Background: an optimization exercise with open tools, aiming at a short achievable clock period and few clock cycles per item. Do not read the settings as production practice. At most, simulation tests tie the RTL to the original design; equivalence was not proved. Power and IR drop assume default switching activity.

the previous run:
## ep_top
module ep_top (
    input  logic    clk,
    input  logic    rst_n,
    input  logic [31:0] trn_rd_i,
    input  logic    trn_rsof_n_i,
    input  logic    trn_reof_n_i,
    input  logic    trn_rsrc_rdy_n_i,
    output logic         trn_rdst_rdy_n_o,
    output logic [31:0]      trn_td_o,
    output logic         trn_tsof_n_o,
    output logic         trn_teof_n_o,
    output logic         trn_tsrc_rdy_n_o,
    input  logic    trn_tdst_rdy_n_i,
    input  logic [15:0] cfg_completer_id_i
);
export LEC_CHECK = 0
export CAP_MARGIN = 20
export CORE_MARGIN = 2
export CORE_UTILIZATION = 40
export SLEW_MARGIN = 20
create_clock -name core_clock -period 4.0 [get_ports {clk}]
run.sh (not shown) runs the stock make flow with config.mk's settings and CLKGATE_MAP_FILE= SYNTH_SCRIPT=/design/flow/synth_recipe.tcl, a recipe that flattens the netlist after the stock synthesis.
#### Input delta (the current run over the previous run)
- ABC_CLOCK_PERIOD_IN_PS newly set to 1800
- SETUP_SLACK_MARGIN newly set to 2.2
Notes after the runs:
On overall routed net length: between the current run and the previous run, it ends up higher for the current run.
The current run finished every step from synthesis to the final layout, and the layout passed the timing, design-rule and antenna checks.
Measured against the previous run, the final design area excluding fillers of the current run comes out at 1.08 times the reference value.
The previous run reports its start-to-end type of the worst setup path as reg2reg while the current run reports reg2out.
On worst setup slack: the current run sits above the previous run.
No functional check of the RTL was part of any run of this note.

---

ep_top, a different RTL version from the one above (not shown whole).
Size in the first run: about 5600 cells after synthesis, about 1900 flip-flops, ~90 I/O pins, about 69000 µm² of cells after synthesis.
## ep_top
module ep_top (
    input  logic    clk,
    input  logic    rst_n,
    input  logic [31:0] trn_rd_i,
    input  logic    trn_rsof_n_i,
    input  logic    trn_reof_n_i,
    input  logic    trn_rsrc_rdy_n_i,
    output logic         trn_rdst_rdy_n_o,
    output logic [31:0]      trn_td_o,
    output logic         trn_tsof_n_o,
    output logic         trn_teof_n_o,
    output logic         trn_tsrc_rdy_n_o,
    input  logic    trn_tdst_rdy_n_i,
    input  logic [15:0] cfg_completer_id_i
);
clock: 4.0 ns
lec_check: 0
abc_clock_period_in_ps: 1800
cap_margin: 20
core_margin: 2
core_utilization: 60
cts_cluster_diameter: 80
cts_cluster_size: 28
setup_slack_margin: 2.2
slew_margin: 20
Testbench counts at the start, summed over its fixed seeds: cycles 16,914, tlps 4,800.
Next try:
CORE_UTILIZATION = 40   (was 60)
CTS_CLUSTER_DIAMETER = 100   (was 80)
After rerunning: The new run finished with timing, DRC and antenna clean; first-iteration DRC count came out lower by about a fifth; critical path depth is unchanged; die area grows by well over a third; total power is about the same; setup slack got worse by 0.016 ns; global-route usage came out lower by 8.7 points.
Next try:
CTS_CLUSTER_DIAMETER = unset   (was 100)
CTS_CLUSTER_SIZE = unset   (was 28)
Clock-buffer cell count goes up by 150.
Total power goes up by 27%.
Cell count goes up by 2.8%.
Wire length goes up by about 1.2%.
Maximum frequency goes down by about 4.6%.

---

ep_top, a different RTL version from the one above (not shown whole).
Size: about 5,600 cells after synthesis, ~0.069 sq mm of cells after synthesis.
clock: 4.0 ns
lec_check: 0
abc_clock_period_in_ps: 1800
cap_margin: 20
core_margin: 2
core_utilization: 40
cts_cluster_diameter: 90
cts_cluster_size: 30
setup_slack_margin: 2.2
slew_margin: 20
Testbench counts at the start, summed over its fixed seeds: cycles 16,914, tlps 4,800.
Then changed:
Settings changed: CORE_UTILIZATION 40 to 60, CTS_CLUSTER_DIAMETER 90 to 60, CTS_CLUSTER_SIZE 30 to 34.
=>
- setup slack got worse by 25 ps
- synthesized area stays the same
- routed wire length fell by 3.9%
- flip-flop and latch count does not change
- cell count fell by 8.7%
- clock-buffer cell count rose by 49
- fmax fell by 1.2%
- design area rose by 2.1%

---

v6:
Another version of the RTL of ep_top (not shown whole).
For scale: ~90 I/O pins, about 0.063 mm^2 of cells after synthesis.
==> flow/config.mk <==
export PLATFORM = sky130hd
export DESIGN_NAME = ep_top
export DESIGN_NICKNAME = ep_top
export VERILOG_FILES = /design/flow/design.v
export SDC_FILE = /design/flow/constraint.sdc
export NUM_CORES = 4
export LEC_CHECK = 0
export ABC_CLOCK_PERIOD_IN_PS = 1800
export CAP_MARGIN = 20
export CORE_MARGIN = 2
export CORE_UTILIZATION = 40
export SETUP_SLACK_MARGIN = 2.2
export SLEW_MARGIN = 20
==> flow/constraint.sdc <==
create_clock -name core_clock -period 4.0 [get_ports {clk}]
set_input_delay 0.8000 -clock core_clock [delete_from_list [all_inputs] [get_ports {clk}]]
set_output_delay 0.8000 -clock core_clock [all_outputs]
set_load 0.01 [all_outputs]
v6 completed end to end with timing, DRC and antenna clean.
--- input diff v6..v7 ---
# v6
export LEC_CHECK = 0
export ABC_CLOCK_PERIOD_IN_PS = 1800
export CAP_MARGIN = 20
export CORE_MARGIN = 2
export CORE_UTILIZATION = 40
export SETUP_SLACK_MARGIN = 2.2
export SLEW_MARGIN = 20
create_clock -name core_clock -period 4.0 [get_ports {clk}]
# v7
export LEC_CHECK = 0
export ABC_CLOCK_PERIOD_IN_PS = 1800
export CAP_MARGIN = 20
export CORE_MARGIN = 2
export CORE_UTILIZATION = 40
export SETUP_SLACK_MARGIN = 2.0
export SLEW_MARGIN = 20
export TNS_END_PERCENT = 10
create_clock -name core_clock -period 4.0 [get_ports {clk}]
Findings:
Comparing the two runs side by side, v7 comes out ahead of v6 on pre-CTS setup slack.
For v7, the slowest cell on the critical path was sky130_fd_sc_hd__a222oi_1, unlike v6, where it was sky130_fd_sc_hd__o31a_1.
Post-CTS setup buffer count on v7 is down relative to v6.
Taking v6 as the reference, in v7 design area now sits lower, met2 demand-to-capacity share in global routing went down by 2.8 points, power density over cell area up 2.2%.
Between v7 and v6, it is v7 whose routed wire length is lower, by 9400 um.
No functional check of the RTL was part of any run of this note.

---

main:
ep_top with an RTL version that a note above also has.
Size: roughly 1,900 flip-flops, roughly 90 I/O pins.
export LEC_CHECK = 0
export ABC_CLOCK_PERIOD_IN_PS = 1800
export CAP_MARGIN = 20
export CORE_MARGIN = 2
export CORE_UTILIZATION = 50
export CTS_CLUSTER_DIAMETER = 100
export CTS_CLUSTER_SIZE = 28
export SETUP_SLACK_MARGIN = 2.2
export SLEW_MARGIN = 20
create_clock -name core_clock -period 4.0 [get_ports {clk}]
Testbench counts of main, summed over its fixed seeds: cycles 16,914, tlps 4,800.
Input changes introduced in the feature branch (baseline for comparison: main):
--- a/flow/config.mk
+++ b/flow/config.mk
@@ -11 +11 @@
-export CORE_UTILIZATION = 50
+export CORE_UTILIZATION = 40
### Flow results
- Against main, sum of routed wire length over all layers in the feature branch came out worse.
- Compared with main, in the feature branch maximum clock rate shrank by 0.99%; number of combinational gates with multiple inputs held steady.
- The feature branch vs main: tap cell count up by more than a quarter
- Clock power share: the feature branch vs main up 0.4 points

static timing again, ports no longer ideal:
No port has a modelled driver above. Below, the same layouts with a new extraction and two added sets of constraints. Step 1 assumes that a clkbuf_16 drives the clock port and a buf_2 every other input. Step 2 also shifts input and output timing later by t, the mid clock arrival at the registers, as if the neighbouring blocks saw the same clock. Slacks: ideal ports / drivers / drivers and shift; pairs: ideal ports / drivers.
run | t (ns) | setup slack, ns | worst setup path after step 2 | worst slew at a driven data input, ns
the previous run | 0.965 | 0.869 / 0.869 / 0.869 | register to register | 0.11
the current run | 0.976 | 1.718 / 1.624 / 1.224 | input to register | 0.14
the first run of note 2 | 0.754 | 2.020 / 1.949 / 1.569 | input to register | 0.07
the second run of note 2 | 0.791 | 2.004 / 1.915 / 1.553 | input to register | 0.08
the third run of note 2 | 0.901 | 1.908 / 1.820 / 1.562 | input to register | 0.10
the first run of note 3 | 0.796 | 1.957 / 1.874 / 1.326 | input to register | 0.05
the second run of note 3 | 0.839 | 1.932 / 1.854 / 1.450 | input to register | 0.04
v6 | 0.887 | 1.695 / 1.695 / 1.442 | input to register | 0.09
v7 | 0.885 | 1.659 / 1.659 / 1.401 | input to register | 0.08
main | 0.786 | 1.978 / 1.901 / 1.668 | input to register | 0.09
the feature branch | 0.790 | 1.958 / 1.872 / 1.330 | input to register | 0.05
After both steps setup and hold are still met in every run listed. For the first run of note 3, which loses most, drivers alone change the setup slack by -0.083 ns; drivers and shift together by -0.631 ns.
